Context: an optimization exercise on an open-source flow, tuned for small area. The choices shown serve that exercise and are no tape-out recipe.
The RTL was checked by simulation tests, not by an equivalence proof against the original design.
Power and IR drop assume default switching activity.

==> flow/design.v <==
`timescale 1ns/1ns
`default_nettype none
module eth_video_rx (
	input wire logic clk,
	input wire logic eth_rx_downstream_rst,
	input wire logic rmii_crsdv,
	input wire logic [1:0] rmii_rxd,
	input wire logic rmii_rxerr,
	output logic vram_we,
	output logic [8-1:0] vram_addr,
	output logic [12-1:0] vram_color,
	output logic frame_err
);
	logic in_frame;
	logic err_hold;
	logic pre_seen;
	logic [3:0] pos_g;
	logic [1:0] pos_b;
	logic [1:0] pos_d;
	logic [3:0] nib;
	logic [3:0] col_hi [0:7];
	logic [3:0] col_mid [0:7];
	logic [3:0] col_lo [0:7];
	logic [4:0] ofs;
	logic ffcp_en;
	logic msg;
	logic ferr;
	logic [2:0] grp;
	logic [1:0] ph;
	logic shift;
	logic full;
	logic g7;
	logic g8;
	logic busy;
	logic start;
	logic nib_in;
	logic hi_en;
	logic mid_en;
	logic lo_en;
	assign shift = in_frame && rmii_crsdv && !rmii_rxerr;
	assign full = !pos_g[2] && !pos_g[1];
	assign g7 = !pos_g[2] && !pos_g[0];
	assign g8 = !pos_g[3] && !pos_g[1];
	assign busy = grp != 3'd4;
	assign start = in_frame && !rmii_crsdv && full && ffcp_en && msg;
	assign nib_in = in_frame && !busy && !pos_d[0] && !full;
	assign hi_en = vram_we || (nib_in && pos_b == 2'd1);
	assign mid_en = vram_we || (nib_in && pos_b == 2'd0);
	assign lo_en = vram_we || (nib_in && pos_b == 2'd2);
	always_ff @(posedge clk) begin
		if (eth_rx_downstream_rst) begin
			in_frame <= 1'b0;
			err_hold <= 1'b0;
			pre_seen <= 1'b0;
		end else if (err_hold) begin
			if (!rmii_crsdv)
				err_hold <= 1'b0;
		end else if (rmii_crsdv && rmii_rxerr) begin
			err_hold <= 1'b1;
			in_frame <= 1'b0;
			pre_seen <= 1'b0;
		end else if (!rmii_crsdv) begin
			in_frame <= 1'b0;
			pre_seen <= 1'b0;
		end else if (in_frame) begin
		end else if (pre_seen && rmii_rxd == 2'b11) begin
			in_frame <= 1'b1;
		end else begin
			pre_seen <= rmii_rxd == 2'b01;
		end
	end
	always_ff @(posedge clk) begin
		if (!in_frame) begin
			pos_g <= 4'b0011;
			pos_b <= 2'd1;
			pos_d <= 2'd0;
			ffcp_en <= 1'b0;
		end else begin
			if (shift && !full) begin
				pos_d <= pos_d + 2'd1;
				if (pos_d == 2'd3) begin
					pos_b <= pos_b == 2'd2 ? 2'd0 : pos_b + 2'd1;
					if (pos_b == 2'd2)
						pos_g <= {pos_g[2:0], pos_g[3] ^ pos_g[0]};
				end
			end
			if (g7 && pos_b == 2'd0 && pos_d == 2'd0)
				ffcp_en <= col_hi[7] == 4'h8 && col_lo[6] == 4'h8 &&
					col_lo[7] == 4'h5 && nib == 4'hB;
		end
		if (g7 && pos_b == 2'd1 && pos_d == 2'd0)
			msg <= col_mid[6] == 4'h2 && nib == 4'h0;
		if (g8 && pos_b == 2'd0 && pos_d == 2'd0)
			ofs <= {nib[0], col_lo[7]};
		if (shift && !full && !busy)
			nib <= {rmii_rxd, nib[3:2]};
		if (hi_en) begin
			for (int i = 0; i < 7; i++)
				col_hi[i] <= col_hi[i+1];
			col_hi[7] <= nib;
		end
		if (mid_en) begin
			for (int i = 0; i < 6; i++)
				col_mid[i] <= col_mid[i+1];
			col_mid[6] <= nib;
		end
		if (lo_en) begin
			for (int i = 0; i < 7; i++)
				col_lo[i] <= col_lo[i+1];
			col_lo[7] <= nib;
		end
	end
	assign col_mid[7] = nib;
	always_ff @(posedge clk) begin
		if (eth_rx_downstream_rst) begin
			grp <= 3'd4;
			ph <= 2'd0;
			ferr <= 1'b0;
		end else begin
			ferr <= err_hold && ffcp_en;
			if (start) begin
				grp <= 3'd6;
				ph <= 2'd0;
			end else if (busy) begin
				ph <= ph == 2'd2 ? 2'd0 : ph + 2'd1;
				if (ph == 2'd2)
					grp <= grp + 3'd1;
			end
		end
	end
	assign vram_we = !grp[2] && ph != 2'd0;
	assign vram_addr = {ofs, grp[1:0], ph[1]};
	assign vram_color = {col_hi[0], col_mid[0], col_lo[0]};
	assign frame_err = ferr;
endmodule
`default_nettype wire
Settings: LEC_CHECK=0, CAP_MARGIN=0, CORE_MARGIN=2, CORE_UTILIZATION=75, SLEW_MARGIN=0; clock period 10.0 ns.
standard.sh (not shown) runs the stock make flow with config.mk's settings and CLKGATE_MAP_FILE= SYNTH_SCRIPT=/design/flow/synth_recipe.tcl, a recipe that flattens the netlist after the stock synthesis.
==> flow/flow/run.sh <==
#!/bin/bash
# The standard layout (the standard.sh, standard synthesis unchanged), with
# two changes: ports are buffered with buf_1 cells, and the clock tree is built
# from clkbuf_4 cells without dummy balancing loads.
set -euo pipefail
export BUFFER_PORTS_ARGS="-buffer_cell sky130_fd_sc_hd__buf_1"
export CTS_ARGS="-sink_clustering_enable -repair_clock_nets -dont_use_dummy_load -buf_list sky130_fd_sc_hd__clkbuf_4"
bash standard.sh > standard.log 2>&1
==> next run, changes <==
--- a/flow/design.v
+++ b/flow/design.v
@@ -21,11 +21,10 @@
 	logic [3:0] col_hi [0:7];
 	logic [3:0] col_mid [0:7];
 	logic [3:0] col_lo [0:7];
 	logic [4:0] ofs;
 	logic ffcp_en;
-	logic msg;
 	logic ferr;
 	logic [2:0] grp;
 	logic [1:0] ph;
 	logic shift;
 	logic full;
@@ -35,48 +34,55 @@
 	logic start;
 	logic nib_in;
 	logic hi_en;
 	logic mid_en;
 	logic lo_en;
+	logic hi_hold;
+	logic mid_hold;
+	logic lo_hold;
 	assign shift = in_frame && rmii_crsdv && !rmii_rxerr;
-	assign full = !pos_g[2] && !pos_g[1];
-	assign g7 = !pos_g[2] && !pos_g[0];
+	assign pre_seen = pos_d[0];
+	assign full = pos_g[3] && !pos_g[2] && !pos_g[1];
+	assign g7 = pos_g[1] && !pos_g[2] && !pos_g[0];
 	assign g8 = !pos_g[3] && !pos_g[1];
 	assign busy = grp != 3'd4;
-	assign start = in_frame && !rmii_crsdv && full && ffcp_en && msg;
+	assign start = in_frame && !rmii_crsdv && full && ffcp_en;
 	assign nib_in = in_frame && !busy && !pos_d[0] && !full;
 	assign hi_en = vram_we || (nib_in && pos_b == 2'd1);
 	assign mid_en = vram_we || (nib_in && pos_b == 2'd0);
 	assign lo_en = vram_we || (nib_in && pos_b == 2'd2);
+	assign hi_hold = !vram_we && !(nib_in && pos_b[0]);
+	assign mid_hold = !vram_we && !(in_frame && grp[2] && !grp[1] && !pos_d[0] && !full &&
+		pos_b == 2'd0);
+	assign lo_hold = !vram_we && !(nib_in && pos_b[1]);
 	always_ff @(posedge clk) begin
 		if (eth_rx_downstream_rst) begin
 			in_frame <= 1'b0;
 			err_hold <= 1'b0;
-			pre_seen <= 1'b0;
 		end else if (err_hold) begin
 			if (!rmii_crsdv)
 				err_hold <= 1'b0;
 		end else if (rmii_crsdv && rmii_rxerr) begin
 			err_hold <= 1'b1;
 			in_frame <= 1'b0;
-			pre_seen <= 1'b0;
 		end else if (!rmii_crsdv) begin
 			in_frame <= 1'b0;
-			pre_seen <= 1'b0;
-		end else if (in_frame) begin
-		end else if (pre_seen && rmii_rxd == 2'b11) begin
+		end else if (!in_frame && pre_seen && rmii_rxd == 2'b11) begin
 			in_frame <= 1'b1;
-		end else begin
-			pre_seen <= rmii_rxd == 2'b01;
 		end
 	end
 	always_ff @(posedge clk) begin
 		if (!in_frame) begin
 			pos_g <= 4'b0011;
 			pos_b <= 2'd1;
-			pos_d <= 2'd0;
+			pos_d[1] <= 1'b0;
+			pos_d[0] <= !eth_rx_downstream_rst && !err_hold && rmii_crsdv && !rmii_rxerr &&
+				rmii_rxd == 2'b01;
 			ffcp_en <= 1'b0;
+		end else if (g7 && pos_b == 2'd1 && pos_d == 2'd0 &&
+				(col_mid[6] != 4'h2 || nib != 4'h0)) begin
+			pos_g <= 4'b0000;
 		end else begin
 			if (shift && !full) begin
 				pos_d <= pos_d + 2'd1;
 				if (pos_d == 2'd3) begin
 					pos_b <= pos_b == 2'd2 ? 2'd0 : pos_b + 2'd1;
@@ -86,31 +92,23 @@
 			end
 			if (g7 && pos_b == 2'd0 && pos_d == 2'd0)
 				ffcp_en <= col_hi[7] == 4'h8 && col_lo[6] == 4'h8 &&
 					col_lo[7] == 4'h5 && nib == 4'hB;
 		end
-		if (g7 && pos_b == 2'd1 && pos_d == 2'd0)
-			msg <= col_mid[6] == 4'h2 && nib == 4'h0;
+		if (in_frame && (!shift || eth_rx_downstream_rst))
+			pos_d[0] <= 1'b0;
 		if (g8 && pos_b == 2'd0 && pos_d == 2'd0)
 			ofs <= {nib[0], col_lo[7]};
 		if (shift && !full && !busy)
 			nib <= {rmii_rxd, nib[3:2]};
-		if (hi_en) begin
-			for (int i = 0; i < 7; i++)
-				col_hi[i] <= col_hi[i+1];
-			col_hi[7] <= nib;
+		for (int i = 0; i < 7; i++) begin
+			col_hi[i] <= ({4{hi_en}} & col_hi[i+1]) | ({4{hi_hold}} & col_hi[i]);
+			col_mid[i] <= ({4{mid_en}} & col_mid[i+1]) | ({4{mid_hold}} & col_mid[i]);
+			col_lo[i] <= ({4{lo_en}} & col_lo[i+1]) | ({4{lo_hold}} & col_lo[i]);
 		end
-		if (mid_en) begin
-			for (int i = 0; i < 6; i++)
-				col_mid[i] <= col_mid[i+1];
-			col_mid[6] <= nib;
-		end
-		if (lo_en) begin
-			for (int i = 0; i < 7; i++)
-				col_lo[i] <= col_lo[i+1];
-			col_lo[7] <= nib;
-		end
+		col_hi[7] <= ({4{hi_en}} & nib) | ({4{hi_hold}} & col_hi[7]);
+		col_lo[7] <= ({4{lo_en}} & nib) | ({4{lo_hold}} & col_lo[7]);
 	end
 	assign col_mid[7] = nib;
 	always_ff @(posedge clk) begin
 		if (eth_rx_downstream_rst) begin
 			grp <= 3'd4;
- via count is higher by 27%
- core utilization is lower by 2.1 points
- cell area is lower by 3.7%
- area after synthesis is lower by 2.1%
- first-iteration DRC count is higher by 51%
- register-to-register slack loses 0.11 ns
- power is lower by 7.8%
- worst setup slack gains 0.081 ns
- count of clock-buffer cells in the layout stays the same

afterwards: timing with drivers on the ports:
No port has a modelled driver above. Below, the same layouts with a new extraction and two added sets of constraints. Step 1, drivers: a clkbuf_16 drives clk and a buf_2 each remaining input, both assumed. Step 2, shift: input delay + t, output delay - t, t = (earliest + latest rising clock arrival at the registers) / 2. This alone moves slack from input paths to output paths. Three values: ideal, step 1, step 2; two values: the first two.
| run | t, ns | setup WS [ns] | worst setup path at the end |
|---|---|---|---|
| the first run | 0.470 | 6.363 / 6.338 / 6.726 | input to register |
| the second run | 0.495 | 6.444 / 6.420 / 6.576 | input to register |
After both steps every run listed still meets setup and hold.
